Source: an optimization exercise on an open RTL-to-GDS flow (aim: small area, a short achievable clock period and few clock cycles per item). Production flows keep margins and buffers that such runs may drop.
In this exercise RTL edits were held to simulation tests only and were not proved equivalent to the original.
No activity file was given, so power comes from the tool's default toggle rates.

Setup of old:
Design lru_key_value_cache, start of the top module:
module lru_key_value_cache (
  input  logic                         clk,
  input  logic                         rst,
  input  logic                         cfg_write_en,
  input  logic [4:0]                   cfg_write_data,
  input  logic                         req_valid,
  output logic                         req_ready,
  input  logic                         req_command,
  input  logic [15:0]                  req_lookup_key,
  input  logic [31:0]                  req_write_value,
  output logic                         rsp_valid,
  input  logic                         rsp_ready,
  output logic                         rsp_hit,
  output logic [31:0]                  rsp_read_value,
  output logic                         rsp_evicted,
  output logic [15:0]                  rsp_evicted_key
);
For scale: ~2,100 cells after synthesis, about 110 I/O pins.
export LEC_CHECK = 0
export CAP_MARGIN = 20
export CORE_MARGIN = 2
export CORE_UTILIZATION = 40
export SETUP_SLACK_MARGIN = 2.6
export SLEW_MARGIN = 20
create_clock -name core_clock -period 6.0 [get_ports {clk}]
run.sh (not shown) runs the stock make flow with config.mk's settings and CLKGATE_MAP_FILE= SYNTH_SCRIPT=/design/flow/synth_recipe.tcl, a recipe that flattens the netlist after the stock synthesis.
old | stages: all done | timing, DRC, antenna: all pass
Testbench counts of old, summed over its fixed seeds: cycles 8,016, items 8,000.
--- input diff old..new ---
==> flow/flow/run.sh (new file) <==
#!/bin/bash
set -e
echo 'export BUFFER_PORTS_ARGS = -buffer_cell sky130_fd_sc_hd__buf_4' >> "$FLOW_CONFIG"
bash standard.sh > standard.log 2>&1
==> flow/standard.sh (new file) <==
#!/bin/bash
# synth_recipe.tcl (not shown) runs the flow's synth.tcl, then flattens the netlist and writes it again
# the make line also repeats each setting of config.mk as NAME=value (left out here)
make -C /OpenROAD-flow-scripts/flow DESIGN_CONFIG=/design/flow/config.mk WORK_HOME=/design/flow/orfs CLKGATE_MAP_FILE= SYNTH_SCRIPT=/design/flow/synth_recipe.tcl "${@:-finish}"
-- flow/config.mk --
<<< old, line 9
export CORE_MARGIN = 2
export CORE_UTILIZATION = 40
export SETUP_SLACK_MARGIN = 2.6
export SLEW_MARGIN = 20
>>> new, line 9
export CORE_MARGIN = 2
export CORE_UTILIZATION = 60
export SETUP_SLACK_MARGIN = 3.0
export SLEW_MARGIN = 20
export BUFFER_PORTS_ARGS = -buffer_cell sky130_fd_sc_hd__buf_4
removed: flow/run.sh
==> summary.txt <==
Against old, new comes in 1210 ps higher on arrival time at the worst endpoint. old → new: post-DP HPWL shows a reduction of 8.3%; post-synthesis compound-gate area fraction shows no meaningful change. new vs old, uppermost metal layer occupied by signal nets: met4 vs met5. Per the comparison of new with old, final worst hold slack now sits higher; number of nets in the finished design shows an increase of 1.1%. Final cycle utilization of the critical path is lower on new. new: share of power burned in the clock network lower than old. Where via count is concerned, old is better than new. old ended up with rsp_ready as its startpoint of the most critical setup path; new ended up with cnt[3]$_SDFFE_PP0P_. Setup slack: new more than old. Side by side, internal power of the cells turned out lower in new than in old.

* * *

Setup of zinc:
lru_key_value_cache, a different RTL version from the one above (not shown whole).
Size: ~2900 cells after synthesis, about 870 flip-flops.
==> flow/config.mk <==
export PLATFORM = sky130hd
export DESIGN_NAME = lru_key_value_cache
export DESIGN_NICKNAME = lru_key_value_cache
export VERILOG_FILES = /design/flow/design.v
export SDC_FILE = /design/flow/constraint.sdc
export NUM_CORES = 4
export LEC_CHECK = 0
export ABC_AREA = 1
export CAP_MARGIN = 20
export CORE_MARGIN = 2
export CORE_UTILIZATION = 60
export SETUP_SLACK_MARGIN = 3.0
export SLEW_MARGIN = 20
export BUFFER_PORTS_ARGS = -buffer_cell sky130_fd_sc_hd__buf_4
==> flow/constraint.sdc <==
create_clock -name core_clock -period 6.0 [get_ports {clk}]
set_input_delay 1.2000 -clock core_clock [delete_from_list [all_inputs] [get_ports {clk}]]
set_output_delay 1.2000 -clock core_clock [all_outputs]
set_load 0.01 [all_outputs]
standard.sh (not shown) runs the stock make flow with config.mk's settings and CLKGATE_MAP_FILE= SYNTH_SCRIPT=/design/flow/synth_recipe.tcl, a recipe that flattens the netlist after the stock synthesis.
==> flow/flow/run.sh <==
#!/bin/bash
set -e
echo 'export BUFFER_PORTS_ARGS = -buffer_cell sky130_fd_sc_hd__buf_4' >> "$FLOW_CONFIG"
bash standard.sh > standard.log 2>&1
Testbench counts of zinc, summed over its fixed seeds: cycles 8,016, items 8,000.
Here is what was changed in the inputs of maple compared with zinc.
# zinc
export LEC_CHECK = 0
export ABC_AREA = 1
export CAP_MARGIN = 20
export CORE_MARGIN = 2
export CORE_UTILIZATION = 60
export SETUP_SLACK_MARGIN = 3.0
export SLEW_MARGIN = 20
export BUFFER_PORTS_ARGS = -buffer_cell sky130_fd_sc_hd__buf_4
create_clock -name core_clock -period 6.0 [get_ports {clk}]
# maple
export LEC_CHECK = 0
export CAP_MARGIN = 20
export CORE_MARGIN = 2
export CORE_UTILIZATION = 40
export SETUP_SLACK_MARGIN = 3.0
export SLEW_MARGIN = 20
export BUFFER_PORTS_ARGS = -buffer_cell sky130_fd_sc_hd__buf_4
create_clock -name core_clock -period 6.0 [get_ports {clk}]
- Re number of cells traversed by the worst register-to-register path: maple is 1 up on zinc.
- Re area growth from synthesis to layout: maple and zinc aren't equal, and the lower value belongs to zinc.
- As far as non-clock buffer share of cell area is concerned, zinc and maple perform about the same.
- The higher met2 track demand over resource in global routing came out of zinc.
- The power in maple was lower than what zinc gave.
- Compared zinc against maple; maximum count of clock buffers along a single path within noise.
- Cmp maple and zinc / sequential fraction of design power / higher: maple
- Between maple and zinc, it is maple whose initial detailed-routing violation count is higher, by 119.
The inputs of delta differ from those of maple as listed below.
# maple
export LEC_CHECK = 0
export CAP_MARGIN = 20
export CORE_MARGIN = 2
export CORE_UTILIZATION = 40
export SETUP_SLACK_MARGIN = 3.0
export SLEW_MARGIN = 20
export BUFFER_PORTS_ARGS = -buffer_cell sky130_fd_sc_hd__buf_4
create_clock -name core_clock -period 6.0 [get_ports {clk}]
# delta
export LEC_CHECK = 0
export CAP_MARGIN = 5
export CORE_MARGIN = 2
export CORE_UTILIZATION = 60
export SETUP_SLACK_MARGIN = 3.0
export SLEW_MARGIN = 5
export BUFFER_PORTS_ARGS = -buffer_cell sky130_fd_sc_hd__buf_4
create_clock -name core_clock -period 6.0 [get_ports {clk}]
## What came out
- delta and maple ended up with roughly the same proportion of power drawn by combinational gates.
- Side by side, final critical path time including I/O delays and setup turned out higher in delta than in maple.
- | met2 usage | lower: maple |
- Per the comparison of delta with maple, share of the core filled with cells in the final layout went up by 22 points; multi-input gate area in the final layout lower; overall power of the completed layout shows a reduction of about 2%; power dissipated in the clock network shows a reduction of 4.7%; sequential share of layout area increased 1.2 points.
- Sort maple and delta by half-perimeter wire length after detailed placement, descending, and maple comes first.

[re-timing with driven ports]
No port has a modelled driver above. Below, the same layouts with a new extraction and two added sets of constraints. Step 1 assumes that a clkbuf_16 drives the clock port and a buf_2 every other input. Step 2, shift: input delay + t, output delay - t, t = (earliest + latest rising clock arrival at the registers) / 2. This alone moves slack from input paths to output paths. Three values: no drivers, after step 1, after step 2; two values: the first two.
run	t (ns)	slack for setup (ns)	worst setup path after step 2	cell pins on the clock port's net
old	0.707	2.649 / 2.626 / 2.272	input to register	1
new	0.704	2.991 / 2.991 / 2.379	input to register	1
zinc	0.719	3.025 / 3.023 / 2.478	input to register	1
maple	0.700	2.996 / 2.990 / 2.473	input to register	1
delta	0.694	2.959 / 2.959 / 2.317	input to register	1
After both steps setup and hold are still met in every run listed. The setup slack of delta, which loses most, moves by 0.000 ns with the drivers and by -0.642 ns with both steps.
